What follows belongs to an exercise in optimizing a design on an open flow for small area; a production flow would make more cautious choices. In this exercise RTL edits were held to simulation tests only and were not proved equivalent to the original.

File: flow/run.sh
#!/bin/bash
# synth_recipe.tcl (not shown) runs the flow's synth.tcl, then flattens the netlist and writes it again
# the make line also repeats each setting of config.mk as NAME=value (left out here)
make -C /OpenROAD-flow-scripts/flow DESIGN_CONFIG=/design/flow/config.mk WORK_HOME=/design/flow/orfs CLKGATE_MAP_FILE= SYNTH_SCRIPT=/design/flow/synth_recipe.tcl finish
File: flow/config.mk
export PLATFORM = sky130hd
export DESIGN_NAME = lsrs_unit
export DESIGN_NICKNAME = lsrs_unit
export VERILOG_FILES = /design/flow/design.v
export SDC_FILE = /design/flow/constraint.sdc
export NUM_CORES = 4
export LEC_CHECK = 0
export CAP_MARGIN = 20
export CORE_MARGIN = 2
export CORE_UTILIZATION = 40
export SLEW_MARGIN = 20
File: flow/constraint.sdc
create_clock -name core_clock -period 7.0 [get_ports {clk}]
set_input_delay 1.4000 -clock core_clock [delete_from_list [all_inputs] [get_ports {clk}]]
set_output_delay 1.4000 -clock core_clock [all_outputs]
set_load 0.01 [all_outputs]
File: flow/design.v
package lsrs_pkg;
	localparam int DATA_W   = 32;
	localparam int TAG_W    = 4;  
	localparam int IMM_W    = 12;
	localparam int N_LOAD   = 4;
	localparam int N_STORE  = 4;
	localparam int AQ_DEPTH = 8;
	localparam int N_MAX    = (N_LOAD > N_STORE) ? N_LOAD : N_STORE;
	localparam int SLOT_W   = $clog2(N_MAX);
	localparam int AQ_PTR_W = $clog2(AQ_DEPTH);
	typedef logic [TAG_W-1:0] tag_t;
	typedef logic [DATA_W-1:0] data_t;
	typedef struct packed {
		tag_t  tag;
		data_t value;
	} operand_t;
	typedef struct packed {
		tag_t                   tag;
		operand_t               base;
		operand_t               data;  
		logic [IMM_W-1:0]       imm;
		logic                   is_store;
	} iq_req_t;
	typedef struct packed {
		logic  valid;
		tag_t  tag;
		data_t data;
	} cdb_t;
	typedef struct packed {
		logic              valid;
		logic              is_store;
		logic [SLOT_W-1:0] slot;
		data_t             addr;
	} aq_write_t;
	typedef struct packed {
		logic [N_LOAD-1:0]  addr_valid;
		data_t [N_LOAD-1:0] addr;
	} ld_view_t;
	typedef struct packed {
		logic [N_STORE-1:0]  addr_valid;
		data_t [N_STORE-1:0] addr;
	} st_view_t;
	typedef struct packed {
		tag_t  tag;
		logic  is_store;
		data_t addr;
		data_t wdata;
	} mu_req_t;
endpackage
module lsrs_addr_queue (
	input  logic                        clk,
	input  logic                        rst_n,
	input  logic                        i_push,
	input  lsrs_pkg::operand_t          i_push_base,
	input  logic [lsrs_pkg::IMM_W-1:0]  i_push_imm,
	input  logic                        i_push_is_store,
	input  logic [lsrs_pkg::SLOT_W-1:0] i_push_slot,
	input  lsrs_pkg::cdb_t              i_cdb,
	output logic                        o_full,
	output lsrs_pkg::aq_write_t         o_write
);
	lsrs_pkg::tag_t [lsrs_pkg::AQ_DEPTH-1:0] base_tag;
	lsrs_pkg::data_t [lsrs_pkg::AQ_DEPTH-1:0] base_value;
	logic [lsrs_pkg::AQ_DEPTH-1:0][lsrs_pkg::IMM_W-1:0] imm;
	logic [lsrs_pkg::AQ_DEPTH-1:0] is_store;
	logic [lsrs_pkg::AQ_DEPTH-1:0][lsrs_pkg::SLOT_W-1:0] slot;
	logic [lsrs_pkg::AQ_PTR_W-1:0] head;
	logic [lsrs_pkg::AQ_PTR_W-1:0] tail;
	logic [lsrs_pkg::AQ_PTR_W:0] count;
	lsrs_pkg::operand_t push_base;
	lsrs_pkg::data_t imm_ext;
	lsrs_pkg::operand_t head_base;
	logic pop;
	always_comb begin
		push_base = i_push_base;
		if (i_cdb.valid && i_push_base.tag != '0 && i_push_base.tag == i_cdb.tag) begin
			push_base.tag = '0;
			push_base.value = i_cdb.data;
		end
	end
	assign head_base.tag = base_tag[head];
	assign head_base.value = base_value[head];
	assign pop = (count != '0) && (head_base.tag == '0);  
	assign imm_ext = lsrs_pkg::data_t'(signed'(imm[head]));
	assign o_full = (count == lsrs_pkg::AQ_DEPTH);
	always_comb begin
		o_write.valid = pop;
		o_write.is_store = is_store[head];
		o_write.slot = slot[head];
		o_write.addr = head_base.value + imm_ext;
	end
	always_ff @(posedge clk or negedge rst_n) begin
		if (!rst_n) begin
			head <= '0;
			tail <= '0;
			count <= '0;
		end else begin
			if (i_push) begin
				tail <= tail + 1'b1;  
			end
			if (pop) begin
				head <= head + 1'b1;
			end
			case ({i_push, pop})
				2'b10: count <= count + 1'b1;
				2'b01: count <= count - 1'b1;
				default: ;
			endcase
		end
	end
	always_ff @(posedge clk) begin
		for (int k = 0; k < lsrs_pkg::AQ_DEPTH; k++) begin
			if (i_push && tail == lsrs_pkg::AQ_PTR_W'(k)) begin
				base_tag[k] <= push_base.tag;
				base_value[k] <= push_base.value;
				imm[k] <= i_push_imm;
				is_store[k] <= i_push_is_store;
				slot[k] <= i_push_slot;
			end else if (i_cdb.valid && base_tag[k] != '0 && base_tag[k] == i_cdb.tag) begin
				base_tag[k] <= '0;  
				base_value[k] <= i_cdb.data;
			end
		end
	end
endmodule
module lsrs_load_station (
	input  logic                                       clk,
	input  logic                                       rst_n,
	input  logic                                       i_alloc,
	input  lsrs_pkg::tag_t                             i_alloc_tag,
	input  lsrs_pkg::aq_write_t                        i_write,
	input  lsrs_pkg::st_view_t                         i_st_view,
	input  logic [lsrs_pkg::N_LOAD-1:0]                i_grant_ld,
	input  logic [lsrs_pkg::N_STORE-1:0]               i_grant_st,
	output logic [lsrs_pkg::SLOT_W-1:0]                o_free_slot,
	output logic                                       o_full,
	output logic [lsrs_pkg::N_LOAD-1:0]                o_ready,
	output lsrs_pkg::tag_t [lsrs_pkg::N_LOAD-1:0]      o_tag,
	output lsrs_pkg::data_t [lsrs_pkg::N_LOAD-1:0]     o_addr,
	output lsrs_pkg::ld_view_t                         o_view
);
	logic [lsrs_pkg::N_LOAD-1:0] valid;
	logic [lsrs_pkg::N_LOAD-1:0] addr_valid;
	logic [lsrs_pkg::N_LOAD-1:0][lsrs_pkg::N_STORE-1:0] st_dep;
	logic [lsrs_pkg::N_STORE-1:0] st_match;
	logic wr_en;
	always_comb begin
		o_free_slot = '0;
		for (int i = lsrs_pkg::N_LOAD-1; i >= 0; i--) begin
			if (!valid[i]) begin
				o_free_slot = lsrs_pkg::SLOT_W'(i);
			end
		end
	end
	always_comb begin
		for (int j = 0; j < lsrs_pkg::N_STORE; j++) begin
			st_match[j] = i_st_view.addr_valid[j] && (i_st_view.addr[j] == i_write.addr)
				&& !i_grant_st[j];
		end
	end
	assign wr_en = i_write.valid && !i_write.is_store;
	assign o_full = &valid;
	always_comb begin
		for (int i = 0; i < lsrs_pkg::N_LOAD; i++) begin
			o_ready[i] = valid[i] && addr_valid[i] && (st_dep[i] == '0);
		end
	end
	always_ff @(posedge clk or negedge rst_n) begin
		if (!rst_n) begin
			valid <= '0;
			addr_valid <= '0;
			st_dep <= '0;
		end else begin
			for (int i = 0; i < lsrs_pkg::N_LOAD; i++) begin
				if (i_alloc && o_free_slot == lsrs_pkg::SLOT_W'(i)) begin
					valid[i] <= 1'b1;
					addr_valid[i] <= 1'b0;
					st_dep[i] <= '0;
				end else if (i_grant_ld[i]) begin
					valid[i] <= 1'b0;  
					addr_valid[i] <= 1'b0;
				end else if (wr_en && i_write.slot == lsrs_pkg::SLOT_W'(i)) begin
					addr_valid[i] <= 1'b1;
					st_dep[i] <= st_match;
				end else begin
					st_dep[i] <= st_dep[i] & ~i_grant_st;
				end
			end
		end
	end
	always_ff @(posedge clk) begin
		for (int i = 0; i < lsrs_pkg::N_LOAD; i++) begin
			if (i_alloc && o_free_slot == lsrs_pkg::SLOT_W'(i)) begin
				o_tag[i] <= i_alloc_tag;
			end
			if (wr_en && i_write.slot == lsrs_pkg::SLOT_W'(i)) begin
				o_addr[i] <= i_write.addr;
			end
		end
	end
	assign o_view.addr_valid = addr_valid;
	assign o_view.addr = o_addr;
endmodule
module lsrs_store_station (
	input  logic                                       clk,
	input  logic                                       rst_n,
	input  logic                                       i_alloc,
	input  lsrs_pkg::tag_t                             i_alloc_tag,
	input  lsrs_pkg::operand_t                         i_alloc_data,
	input  lsrs_pkg::cdb_t                             i_cdb,
	input  lsrs_pkg::aq_write_t                        i_write,
	input  lsrs_pkg::ld_view_t                         i_ld_view,
	input  logic [lsrs_pkg::N_LOAD-1:0]                i_grant_ld,
	input  logic [lsrs_pkg::N_STORE-1:0]               i_grant_st,
	output logic [lsrs_pkg::SLOT_W-1:0]                o_free_slot,
	output logic                                       o_full,
	output logic [lsrs_pkg::N_STORE-1:0]               o_ready,
	output lsrs_pkg::tag_t [lsrs_pkg::N_STORE-1:0]     o_tag,
	output lsrs_pkg::data_t [lsrs_pkg::N_STORE-1:0]    o_addr,
	output lsrs_pkg::data_t [lsrs_pkg::N_STORE-1:0]    o_wdata,
	output lsrs_pkg::st_view_t                         o_view
);
	logic [lsrs_pkg::N_STORE-1:0] valid;
	logic [lsrs_pkg::N_STORE-1:0] addr_valid;
	lsrs_pkg::tag_t [lsrs_pkg::N_STORE-1:0] data_tag;
	logic [lsrs_pkg::N_STORE-1:0][lsrs_pkg::N_LOAD-1:0] ld_dep;
	logic [lsrs_pkg::N_STORE-1:0][lsrs_pkg::N_STORE-1:0] st_dep;
	logic [lsrs_pkg::N_LOAD-1:0] ld_match;
	logic [lsrs_pkg::N_STORE-1:0] st_match;
	logic [lsrs_pkg::N_STORE-1:0] alloc_vec;
	logic [lsrs_pkg::N_STORE-1:0] wr_vec;
	logic [lsrs_pkg::N_STORE-1:0] cdb_hit;
	lsrs_pkg::operand_t alloc_data;
	always_comb begin
		o_free_slot = '0;
		for (int i = lsrs_pkg::N_STORE-1; i >= 0; i--) begin
			if (!valid[i]) begin
				o_free_slot = lsrs_pkg::SLOT_W'(i);
			end
		end
	end
	always_comb begin
		alloc_data = i_alloc_data;
		if (i_cdb.valid && i_alloc_data.tag != '0 && i_alloc_data.tag == i_cdb.tag) begin
			alloc_data.tag = '0;
			alloc_data.value = i_cdb.data;
		end
		for (int i = 0; i < lsrs_pkg::N_STORE; i++) begin
			alloc_vec[i] = i_alloc && (o_free_slot == lsrs_pkg::SLOT_W'(i));
			wr_vec[i] = i_write.valid && i_write.is_store
				&& (i_write.slot == lsrs_pkg::SLOT_W'(i));
			cdb_hit[i] = i_cdb.valid && data_tag[i] != '0 && data_tag[i] == i_cdb.tag;
			st_match[i] = addr_valid[i] && (o_addr[i] == i_write.addr) && !i_grant_st[i];
			o_ready[i] = valid[i] && addr_valid[i] && (ld_dep[i] == '0)
				&& (st_dep[i] == '0) && (data_tag[i] == '0);
		end
		for (int j = 0; j < lsrs_pkg::N_LOAD; j++) begin
			ld_match[j] = i_ld_view.addr_valid[j] && (i_ld_view.addr[j] == i_write.addr)
				&& !i_grant_ld[j];
		end
	end
	assign o_full = &valid;
	always_ff @(posedge clk or negedge rst_n) begin
		if (!rst_n) begin
			valid <= '0;
			addr_valid <= '0;
			data_tag <= '0;
			ld_dep <= '0;
			st_dep <= '0;
		end else begin
			for (int i = 0; i < lsrs_pkg::N_STORE; i++) begin
				if (alloc_vec[i]) begin
					valid[i] <= 1'b1;
					addr_valid[i] <= 1'b0;
					ld_dep[i] <= '0;
					st_dep[i] <= '0;
				end else if (i_grant_st[i]) begin
					valid[i] <= 1'b0;
					addr_valid[i] <= 1'b0;
				end else if (wr_vec[i]) begin
					addr_valid[i] <= 1'b1;  
					ld_dep[i] <= ld_match;
					st_dep[i] <= st_match;
				end else begin
					ld_dep[i] <= ld_dep[i] & ~i_grant_ld;
					st_dep[i] <= st_dep[i] & ~i_grant_st;
				end
				if (alloc_vec[i]) begin
					data_tag[i] <= alloc_data.tag;
				end else if (cdb_hit[i]) begin
					data_tag[i] <= '0;
				end
			end
		end
	end
	always_ff @(posedge clk) begin
		for (int i = 0; i < lsrs_pkg::N_STORE; i++) begin
			if (alloc_vec[i]) begin
				o_tag[i] <= i_alloc_tag;
				o_wdata[i] <= alloc_data.value;
			end else if (cdb_hit[i]) begin
				o_wdata[i] <= i_cdb.data;
			end
			if (wr_vec[i]) begin
				o_addr[i] <= i_write.addr;
			end
		end
	end
	assign o_view.addr_valid = addr_valid;
	assign o_view.addr = o_addr;
endmodule
module lsrs_mem_issue (
	input  logic                                       clk,
	input  logic                                       rst_n,
	input  logic [lsrs_pkg::N_LOAD-1:0]                i_ld_ready,
	input  lsrs_pkg::tag_t [lsrs_pkg::N_LOAD-1:0]      i_ld_tag,
	input  lsrs_pkg::data_t [lsrs_pkg::N_LOAD-1:0]     i_ld_addr,
	input  logic [lsrs_pkg::N_STORE-1:0]               i_st_ready,
	input  lsrs_pkg::tag_t [lsrs_pkg::N_STORE-1:0]     i_st_tag,
	input  lsrs_pkg::data_t [lsrs_pkg::N_STORE-1:0]    i_st_addr,
	input  lsrs_pkg::data_t [lsrs_pkg::N_STORE-1:0]    i_st_wdata,
	input  logic                                       i_mu_ready,
	output logic [lsrs_pkg::N_LOAD-1:0]                o_grant_ld,
	output logic [lsrs_pkg::N_STORE-1:0]               o_grant_st,
	output logic                                       o_mu_valid,
	output lsrs_pkg::mu_req_t                          o_mu
);
	logic [lsrs_pkg::SLOT_W-1:0] ld_ptr;
	logic [lsrs_pkg::SLOT_W-1:0] st_ptr;
	logic [lsrs_pkg::SLOT_W-1:0] ld_pick;
	logic [lsrs_pkg::SLOT_W-1:0] st_pick;
	logic [lsrs_pkg::SLOT_W-1:0] sel_idx;
	logic [lsrs_pkg::SLOT_W-1:0] lock_idx;
	logic sel_st;
	logic lock_valid;
	logic lock_st;
	logic hs;
	function automatic logic [lsrs_pkg::SLOT_W-1:0] rr_pick(
		input logic [lsrs_pkg::N_MAX-1:0] req,
		input logic [lsrs_pkg::SLOT_W-1:0] ptr,
		input int n
	);
		int idx;
		logic found;
		rr_pick = ptr;
		found = 1'b0;
		for (int k = 0; k < n; k++) begin
			idx = (int'(ptr) + k) % n;
			if (!found && req[idx]) begin
				rr_pick = lsrs_pkg::SLOT_W'(idx);
				found = 1'b1;
			end
		end
	endfunction
	assign ld_pick = rr_pick(lsrs_pkg::N_MAX'(i_ld_ready), ld_ptr, lsrs_pkg::N_LOAD);
	assign st_pick = rr_pick(lsrs_pkg::N_MAX'(i_st_ready), st_ptr, lsrs_pkg::N_STORE);
	always_comb begin
		if (lock_valid) begin
			sel_st = lock_st;
			sel_idx = lock_idx;
		end else if (|i_ld_ready) begin
			sel_st = 1'b0;  
			sel_idx = ld_pick;
		end else begin
			sel_st = 1'b1;
			sel_idx = st_pick;
		end
		o_mu_valid = lock_valid || (|i_ld_ready) || (|i_st_ready);
		o_mu.is_store = sel_st;
		o_mu.tag = sel_st ? i_st_tag[sel_idx] : i_ld_tag[sel_idx];
		o_mu.addr = sel_st ? i_st_addr[sel_idx] : i_ld_addr[sel_idx];
		o_mu.wdata = sel_st ? i_st_wdata[sel_idx] : '0;
	end
	assign hs = o_mu_valid && i_mu_ready;
	assign o_grant_ld = (hs && !sel_st) ? lsrs_pkg::N_LOAD'(1) << sel_idx : '0;
	assign o_grant_st = (hs && sel_st) ? lsrs_pkg::N_STORE'(1) << sel_idx : '0;
	always_ff @(posedge clk or negedge rst_n) begin
		if (!rst_n) begin
			ld_ptr <= '0;
			st_ptr <= '0;
			lock_valid <= 1'b0;
			lock_st <= 1'b0;
			lock_idx <= '0;
		end else begin
			lock_valid <= o_mu_valid && !i_mu_ready;
			lock_st <= sel_st;
			lock_idx <= sel_idx;
			if (hs && !sel_st) begin
				ld_ptr <= lsrs_pkg::SLOT_W'((int'(sel_idx) + 1) % lsrs_pkg::N_LOAD);
			end
			if (hs && sel_st) begin
				st_ptr <= lsrs_pkg::SLOT_W'((int'(sel_idx) + 1) % lsrs_pkg::N_STORE);
			end
		end
	end
endmodule
module lsrs_top (
	input  logic                clk,
	input  logic                rst_n,
	input  logic                i_iq_valid,
	input  lsrs_pkg::iq_req_t   i_iq,
	input  lsrs_pkg::cdb_t      i_cdb,
	input  logic                i_mu_ready,
	output logic                o_iq_ready,
	output logic                o_mu_valid,
	output lsrs_pkg::mu_req_t   o_mu
);
	logic aq_full;
	logic ld_full;
	logic st_full;
	logic push;
	lsrs_pkg::aq_write_t aq_write;
	lsrs_pkg::ld_view_t ld_view;
	lsrs_pkg::st_view_t st_view;
	logic [lsrs_pkg::SLOT_W-1:0] ld_free;
	logic [lsrs_pkg::SLOT_W-1:0] st_free;
	logic [lsrs_pkg::N_LOAD-1:0] ld_ready;
	logic [lsrs_pkg::N_LOAD-1:0] grant_ld;
	lsrs_pkg::tag_t [lsrs_pkg::N_LOAD-1:0] ld_tag;
	lsrs_pkg::data_t [lsrs_pkg::N_LOAD-1:0] ld_addr;
	logic [lsrs_pkg::N_STORE-1:0] st_ready;
	logic [lsrs_pkg::N_STORE-1:0] grant_st;
	lsrs_pkg::tag_t [lsrs_pkg::N_STORE-1:0] st_tag;
	lsrs_pkg::data_t [lsrs_pkg::N_STORE-1:0] st_addr;
	lsrs_pkg::data_t [lsrs_pkg::N_STORE-1:0] st_wdata;
	assign o_iq_ready = !aq_full && (i_iq.is_store ? !st_full : !ld_full);
	assign push = i_iq_valid && o_iq_ready;
	lsrs_addr_queue addr_queue_inst (
		.clk(clk), .rst_n(rst_n),
		.i_push(push), .i_push_base(i_iq.base), .i_push_imm(i_iq.imm),
		.i_push_is_store(i_iq.is_store), .i_push_slot(i_iq.is_store ? st_free : ld_free),
		.i_cdb(i_cdb), .o_full(aq_full), .o_write(aq_write)
	);
	lsrs_load_station load_station_inst (
		.clk(clk), .rst_n(rst_n),
		.i_alloc(push && !i_iq.is_store), .i_alloc_tag(i_iq.tag),
		.i_write(aq_write), .i_st_view(st_view),
		.i_grant_ld(grant_ld), .i_grant_st(grant_st),
		.o_free_slot(ld_free), .o_full(ld_full), .o_ready(ld_ready),
		.o_tag(ld_tag), .o_addr(ld_addr), .o_view(ld_view)
	);
	lsrs_store_station store_station_inst (
		.clk(clk), .rst_n(rst_n),
		.i_alloc(push && i_iq.is_store), .i_alloc_tag(i_iq.tag), .i_alloc_data(i_iq.data),
		.i_cdb(i_cdb), .i_write(aq_write), .i_ld_view(ld_view),
		.i_grant_ld(grant_ld), .i_grant_st(grant_st),
		.o_free_slot(st_free), .o_full(st_full), .o_ready(st_ready),
		.o_tag(st_tag), .o_addr(st_addr), .o_wdata(st_wdata), .o_view(st_view)
	);
	lsrs_mem_issue mem_issue_inst (
		.clk(clk), .rst_n(rst_n),
		.i_ld_ready(ld_ready), .i_ld_tag(ld_tag), .i_ld_addr(ld_addr),
		.i_st_ready(st_ready), .i_st_tag(st_tag), .i_st_addr(st_addr),
		.i_st_wdata(st_wdata), .i_mu_ready(i_mu_ready),
		.o_grant_ld(grant_ld), .o_grant_st(grant_st),
		.o_mu_valid(o_mu_valid), .o_mu(o_mu)
	);
endmodule
module lsrs_unit (
	input  logic        clk,
	input  logic        rst_n,
	input  logic        i_iq_valid,
	input  logic [3:0]  i_iq_tag,
	input  logic [3:0]  i_iq_base_tag,
	input  logic [31:0] i_iq_base_value,
	input  logic [3:0]  i_iq_data_tag,
	input  logic [31:0] i_iq_data_value,
	input  logic [11:0] i_iq_imm,
	input  logic        i_iq_is_store,
	input  logic        i_cdb_valid,
	input  logic [3:0]  i_cdb_tag,
	input  logic [31:0] i_cdb_data,
	input  logic        i_mu_ready,
	output logic        o_iq_ready,
	output logic        o_mu_valid,
	output logic [3:0]  o_mu_tag,
	output logic        o_mu_is_store,
	output logic [31:0] o_mu_addr,
	output logic [31:0] o_mu_wdata
);
	lsrs_pkg::iq_req_t iq;
	lsrs_pkg::cdb_t cdb;
	lsrs_pkg::mu_req_t mu;
	assign iq.tag = i_iq_tag;
	assign iq.base.tag = i_iq_base_tag;
	assign iq.base.value = i_iq_base_value;
	assign iq.data.tag = i_iq_data_tag;
	assign iq.data.value = i_iq_data_value;
	assign iq.imm = i_iq_imm;
	assign iq.is_store = i_iq_is_store;
	assign cdb.valid = i_cdb_valid;
	assign cdb.tag = i_cdb_tag;
	assign cdb.data = i_cdb_data;
	lsrs_top core (
		.clk(clk), .rst_n(rst_n), .i_iq_valid(i_iq_valid), .i_iq(iq), .i_cdb(cdb),
		.i_mu_ready(i_mu_ready), .o_iq_ready(o_iq_ready), .o_mu_valid(o_mu_valid), .o_mu(mu)
	);
	assign o_mu_tag = mu.tag;
	assign o_mu_is_store = mu.is_store;
	assign o_mu_addr = mu.addr;
	assign o_mu_wdata = mu.wdata;
endmodule
==> flow_metrics.env, run 1 <==
export IMPL_run_status="finished clean"
export IMPL_synthCells=3991
export IMPL_tritoncts_num_buffers=100
export IMPL_met3RoutedLength_um=12400
export IMPL_total_routed_wirelength_um=155000
export IMPL_global_route_wire_length_before_repair_um=228000
export IMPL_yosys_register_bits=922
export IMPL_core_area_um2=122000
export IMPL_yosys_warnings=4
export IMPL_max_slew_worst_pin_slew_ps=1170
export IMPL_insertion_delay_to_the_later_sink_of_the_worst_skew_pair_ps=710
export IMPL_max_freq_mhz=153
export IMPL_io_pins=201
export IMPL_drt_met1_wl_um=65900
export IMPL_drtPass1Iterations=7
export IMPL_timing_critical_path_arrival_ps=7140
export IMPL_timing_worst_setup_path_type="flip-flop to flip-flop"
export IMPL_hold_buffers=0
export IMPL_synthFlopType="edfxtp_1"
export IMPL_synth_top_family_by_area="multiplexers"
export IMPL_cts_reportedPaths_clkPinSlew_ps=60
export IMPL_post_synth_fa_ha_maj_area_fraction_pct=1.23
export IMPL_postCtsSetupRepairBufs=0
export IMPL_htree_num_levels=3
export IMPL_route_detailed_drc=0
export IMPL_drtAntennaViolNets=0
export IMPL_fin_skew_ps=42.1
export IMPL_max_cap_viol_count=0
export IMPL_worst_hold_path_type="flip-flop to flip-flop"
export IMPL_setup_violations_final=0
export IMPL_buffer_ports_inserted=200
export IMPL_timing_setup_tns_ps=0
export IMPL_synth_xor_area_share_pct=5.42
export IMPL_count_of_vias_placed_by_the_detailed_router=34500
export IMPL_timing_hold_violations_final=0
export IMPL_synth_top_cells_by_area="edfxtp_1, mux2_2, mux4_2"
export IMPL_timing_max_slew_rel_slack_pct=21.7
export IMPL_finish_net_count=4348
export IMPL_cts_path_max_buffers=3
export IMPL_post_synth_top_count_cell="edfxtp_1"
export IMPL_chipWidth_um=354
export IMPL_synth_enable_flop_cells=824
export IMPL_die_y_um=354
export IMPL_synth_compound_gate_area_share_pct=8.56
export IMPL_synth_cell_area_um2=49000
export IMPL_grt_overflow_total=0
export IMPL_cts_resized=0
export IMPL_clk_root_buffer_cell="clkbuf_16"
export IMPL_layout_drive_gt1_share_pct=21.0
export IMPL_synth_simple_gate_area_share_pct=11.7
export IMPL_synth_largest_area_cell="edfxtp_1"
export IMPL_timing_critical_path_from_type="flip-flop"
export IMPL_grt_setup_unrepaired="false"
export IMPL_grt_use_total_pct=24.2
export IMPL_area_growth_syn_to_layout_pct=15.7
export IMPL_routed_wl_met2_um=71100
export IMPL_hold_worst_slack_ps=516
export IMPL_synthDistinctLibCells=103
export IMPL_clkSinkCount=922
export IMPL_layout_core_utilization_pct=46.5
export IMPL_end_kind="flip-flop"
export IMPL_route_top_layer_used="met5"
export IMPL_first_global_vias=33700
export IMPL_antenna_found_initial=10
export IMPL_dpl_hpwl_um=106000
export IMPL_postSynthAreaPerCell_um2=12.3
export IMPL_routedWlPerCell_um=26.4
export IMPL_asyncSetResetFlopFracSynth_pct=10.6
export IMPL_n_antenna_cell=0
export IMPL_synth_mux_area_share_pct=14.9
export IMPL_post_route_min_period_ps=6550
export IMPL_finalCritPeriodShare_pct=93.6
export IMPL_die_footprint_um2=125000
export IMPL_synthDominantCellAreaShare_pct=50.5
export IMPL_ys_seq_area_share_pct=55.5
export IMPL_drt_vias_per_instance=5.87
export IMPL_effective_utilization_at_floorplan_pct=40.2
export IMPL_placementRows=128
export IMPL_synth_common_cells="edfxtp_1, nand2_1, mux2_2, o21ai_0, xnor2_1"
export IMPL_timing_critical_path_required_ps=7590
export IMPL_number_of_pins_with_negative_max_slew_slack_in_the_final_report=0
export IMPL_pin_count_of_the_biggest_net_entering_global_routing=77
export IMPL_synth_nets=4168
export IMPL_global_placement_routability_congestion=0.996
export IMPL_detailedRoute_firstIterationViolations=3918
export IMPL_path_max_fanout=27
export IMPL_tritoncts="yes"
[final timing paths]
path	cells past startpoint	slack, ps	startpoint	endpoint
max	15	450	core.addr_queue_inst.head[0]	core.store_station_inst.ld_dep[13]
min	2	520	core.load_station_inst.st_dep[10]	core.load_station_inst.st_dep[10]
max reg2reg	15	450	core.addr_queue_inst.head[0]	core.store_station_inst.ld_dep[13]
min reg2reg	2	520	core.load_station_inst.st_dep[10]	core.load_station_inst.st_dep[10]
max in group asynchronous	2	5040	rst_n	core.addr_queue_inst.head[1]
min in group asynchronous	1	760	rst_n	core.load_station_inst.valid[3]
[flip-flops by register name (all words and copies together), names as in the netlist, 8 cells and up]
name and flops:
core.store_station_inst.o_wdata 128, core.store_station_inst.st_dep 16, core.addr_queue_inst.imm 96, core.store_station_inst.data_tag 16, core.store_station_inst.o_addr 128, core.store_station_inst.ld_dep 16
core.addr_queue_inst.slot 16, core.load_station_inst.o_addr 128, core.load_station_inst.st_dep 16, core.addr_queue_inst.base_tag 32, core.addr_queue_inst.base_value 256, core.store_station_inst.o_tag 16
core.load_station_inst.o_tag 16, core.addr_queue_inst.is_store 8
[placed cells by master (no fill, tap or decap), drive strengths merged, types with 98 or more instances in the layout]
master         synthesis  routed
buf                   88     136
nor2                 140     140
mux4                 126     126
a21oi                163     163
clkdlybuf4s50          0     199
o21ai                218     218
nand2                650     650
dfrtp                 98      98
edfxtp               824     824
clkbuf               169     118
mux2                 391     391
xnor2                187     187
nand3                110     110
[kinds of logic (layout without fill, tap and decap cells)]
logic type,Yosys count,after routing
and+or+nand+nor,1247,1247
muxes,525,525
AOI/OAI and AO/OA,646,646
adders and majority gates,47,47
xor gates and xnor gates,273,273
DFF,922,922
buffers and inverters,331,594
[metal layers]
| layer | track usage, % | up-vias |
|---|---|---|
| li1 | - | 15400 |
| met1 | 34.1 | 17300 |
| met2 | 38.3 | 1521 |
| met3 | 3.99 | 304 |
| met4 | 8.03 | 16 |
| met5 | 0 | - |
[through the flow]
stage          instances  worst slack, ps  instance area (µm²)
3_3_place_gp        5694              589                53300
2_1_floorplan       3991              574                49000
6_report            5879              450                56700
5_1_grt             5879              160                56700
3_5_place_dp        5694              587                53300
4_1_cts             5879              490                56700
[worst max-delay path: stages (launching register included)]
cell	delay, ps
dfrtp_4	790
mux4_2	580
nand2_1	80
nand2_1	450
ha_1	840
nand2_1	230
o21ai_0	690
o31ai_1	200
a31oi_1	180
buf_4	260
xor2_1	90
o21ai_0	450
o2111ai_1	200
nor4_1	610
nand4_1	460
o21ai_0	290
[cell type report]
cell class	instances	area, µm²
multi-input cells	2738	20700
fillers	11000	65100
repair buffers	335	3080
inverters	74	283
flip-flops and latches	922	27200
clock buffers	118	2680
clock inverters	67	664
well taps	1625	2030
==> inputs of run 2 (changes only) <==
--- a/flow/config.mk
+++ b/flow/config.mk
@@ -7,2 +7,3 @@
 export LEC_CHECK = 0
+export ABC_AREA = 1
 export CAP_MARGIN = 20
==> flow_metrics.env, run 2 <==
export IMPL_dpl_cell_area_um2=55100
export IMPL_synth_nets=6454
export IMPL_reg2reg_depth=24
export IMPL_pin_count_of_the_biggest_net_entering_global_routing=218
export IMPL_count_of_vias_placed_by_the_detailed_router=43700
export IMPL_antenna_found_initial=2
export IMPL_die_y_um=362
export IMPL_grt_setup_unrepaired="false"
export IMPL_layout_cell_area_non_filler_um2=58400
export IMPL_timing_critical_path_from_type="flip-flop"
export IMPL_area_growth_syn_to_layout_pct=14.2
export IMPL_buffer_ports_inserted=200
export IMPL_timing_worst_setup_path_type="flip-flop to flip-flop"
export IMPL_layout_drive_gt1_share_pct=7.00
export IMPL_timing_rr_end="core.load_station_inst.st_dep[1]"
export IMPL_post_synth_top_count_cell="nand2_1"
export IMPL_insertion_delay_to_the_later_sink_of_the_worst_skew_pair_ps=720
export IMPL_max_slew_worst_pin_slew_ps=1140
export IMPL_detailedRoute_firstIterationViolations=4198
export IMPL_timing_max_slew_rel_slack_pct=23.8
export IMPL_yosys_warnings=4
export IMPL_placement_setup_worst_slack_ps=1040
export IMPL_rr_startpoint="core.addr_queue_inst.head[0]"
export IMPL_route_detailed_drc=0
export IMPL_number_of_pins_with_negative_max_slew_slack_in_the_final_report=0
export IMPL_final_fill_count=12300
export IMPL_worst_hold_path_type="flip-flop to flip-flop"
export IMPL_flip_flop_count_of_the_largest_register_after_layout=256
export IMPL_core_area_um2=127000
export IMPL_post_route_min_period_ps=6070
export IMPL_max_cap_viol_count=0
export IMPL_finish_net_count=6572
export IMPL_cts_resized=0
export IMPL_drt_vias_per_instance=5.37
export IMPL_timing_critical_path_arrival_ps=6690
export IMPL_synth_enable_flop_cells=824
export IMPL_finalCritPeriodShare_pct=86.7
export IMPL_timing_final_ws_setup_ps=930
export IMPL_dpl_hpwl_um=115000
export IMPL_tritoncts="yes"
export IMPL_setup_violations_final=0
export IMPL_timing_critical_path_to="core.load_station_inst.st_dep[1]"
export IMPL_postSynthAreaPerCell_um2=8.15
export IMPL_synthDistinctLibCells=57
export IMPL_synth_cell_area_um2=51200
export IMPL_global_placement_routability_congestion=0.940
export IMPL_io_pins=201
export IMPL_timing_setup_tns_ps=0
export IMPL_synthCells=6277
export IMPL_global_route_wire_length_before_repair_um=257000
export IMPL_timing_hold_violations_final=0
export IMPL_end_kind="flip-flop"
export IMPL_yosys_register_bits=922
export IMPL_worstSetupStartpoint="core.addr_queue_inst.head[0]"
export IMPL_grt_overflow_total=0
export IMPL_clk_root_buffer_cell="clkbuf_16"
export IMPL_registers_top_by_ff_count="core.addr_queue_inst.base_value"
export IMPL_htree_num_levels=3
export IMPL_cts_path_max_buffers=3
export IMPL_synth_largest_area_cell="edfxtp_1"
export IMPL_synth_top_cells_by_area="edfxtp_1, nand2_1, nor2_1"
export IMPL_run_status="finished clean"
export IMPL_clkSinkCount=922
export IMPL_timing_critical_path_required_ps=7620
export IMPL_final_common_cell="nand2_1"
export IMPL_fin_skew_ps=35.7
export IMPL_routedWlPerCell_um=21.1
export IMPL_mostFrequentLayoutCells="nand2_1, nor2_1, edfxtp_1, o21ai_0, inv_1"
export IMPL_drtAntennaViolNets=0
export IMPL_drtPass1Iterations=6
export IMPL_die_footprint_um2=131000
export IMPL_path_max_fanout=71
export IMPL_grt_use_total_pct=25.8
export IMPL_hold_buffers=0
export IMPL_chipWidth_um=362
export IMPL_asyncSetResetFlopFracSynth_pct=10.6
export IMPL_placementRows=131
export IMPL_synth_common_cells="nand2_1, nor2_1, edfxtp_1, o21ai_0, inv_1"
export IMPL_total_routed_wirelength_um=172000
export IMPL_synthDominantCellAreaShare_pct=48.3
export IMPL_r2r_setup_slack_ps=930
export IMPL_effective_utilization_at_floorplan_pct=40.2
export IMPL_synthFlopType="edfxtp_1"
export IMPL_ys_seq_area_share_pct=53.1
export IMPL_first_global_vias=41000
export IMPL_cts_reportedPaths_clkPinSlew_ps=60
export IMPL_postCtsSetupRepairBufs=0
export IMPL_tritoncts_num_buffers=102
export IMPL_max_freq_mhz=165
-- run 2: cell type report --
| type | instances | area (µm²) | share of cell area, % |
|---|---|---|---|
| inverters | 502 | 1890 | 3.23 |
| clock buffers | 132 | 2800 | 4.79 |
| well taps | 1662 | 2080 | 3.56 |
| diodes | 1 | 2.50 | 0.00428 |
| flip-flops and latches | 922 | 27200 | 46.5 |
| multi-input cells | 4540 | 20900 | 35.8 |
| repair buffers | 327 | 3120 | 5.34 |
| clock inverters | 48 | 454 | 0.777 |
-- run 2: per-stage QoR --
step                      hold WS [ps]  instances  util (%)
final                              505       8134      46.0
after global routing               529       8133      46.0
after CTS                          507       8130      45.9
after detailed placement           490       7950      43.4
after global placement             487       7950      43.4
after floorplan                    469       6277         -
-- run 2: layer usage --
layer  share of wire, %  vias up  track usage, %
met3                7.2      300            3.78
met4                3.7        2            9.03
met5             0.0082        -               0
li1                   -    21000               -
met2                 48     1712            43.2
met1                 42    20700            34.0
-- run 2: cells by family after synthesis --
kind of cell | after synthesis | synth area share [%]
compound gates | 1058 | 10.9
buf+inv | 815 | 6.45
xor+xnor | 90 | 1.65
simple gates | 3345 | 26.7
flops | 922 | 53.1
fa+ha+maj | 47 | 1.18
-- run 2: how the worst min path moves through the flow --
stage	startpoint	slack (ps)	to	cells past startpoint
floorplan	core.addr_queue_inst.count[0]	470	core.addr_queue_inst.count[0]	1
global placement	core.store_station_inst.st_dep[9]	490	core.store_station_inst.st_dep[9]	2
detailed placement	core.load_station_inst.st_dep[2]	490	core.load_station_inst.st_dep[2]	2
CTS	core.load_station_inst.st_dep[2]	510	core.load_station_inst.st_dep[2]	2
global route	core.load_station_inst.st_dep[12]	530	core.load_station_inst.st_dep[12]	2
finish	core.load_station_inst.st_dep[2]	500	core.load_station_inst.st_dep[2]	2
-- run 2: worst max-delay path, cell delays in order (launching register included) --
cell,delay (ps)
dfrtp_4,810
inv_4,420
buf_4,350
o21ai_0,170
o22ai_1,80
nor2_1,90
a31oi_1,70
ha_1,280
fa_1,960
inv_1,400
a21oi_1,230
nand3_1,90
nor2_1,160
nand2_1,70
inv_1,50
nand3_1,90
nor2_1,110
nand2_1,110
nor2_1,250
nand3_1,280
nor2_1,210
nand3_2,360
nand2_1,160
nand2_1,60
nand2_1,60

==> separate check: timing with driven ports <==
Ports are ideal in the flow. The routed layouts listed here were re-timed in OpenROAD.
Step 1 (the two cells are an assumption about what drives the block):
set clk [get_ports {clk}]
set_driving_cell -lib_cell sky130_fd_sc_hd__clkbuf_16 $clk
set_driving_cell -lib_cell sky130_fd_sc_hd__buf_2 [delete_from_list [all_inputs] $clk]
Step 2 times the ports against the registers' clock, not the clock port: input delays grow and output delays shrink by t, the midpoint of the rising clock arrivals with the driver on.
a / b / c = no drivers / after step 1 / after step 2; a / b = the first two.
run	shift t [ns]	slack for setup (ns)	worst setup path at the end	latest minus earliest clock arrival (ns)
run 1	0.758	0.450 / 0.440 / 0.450	register to register	0.047 / 0.047
run 2	0.778	0.930 / 0.864 / 0.930	register to register	0.036 / 0.035
After both steps setup and hold are still met in every run listed.
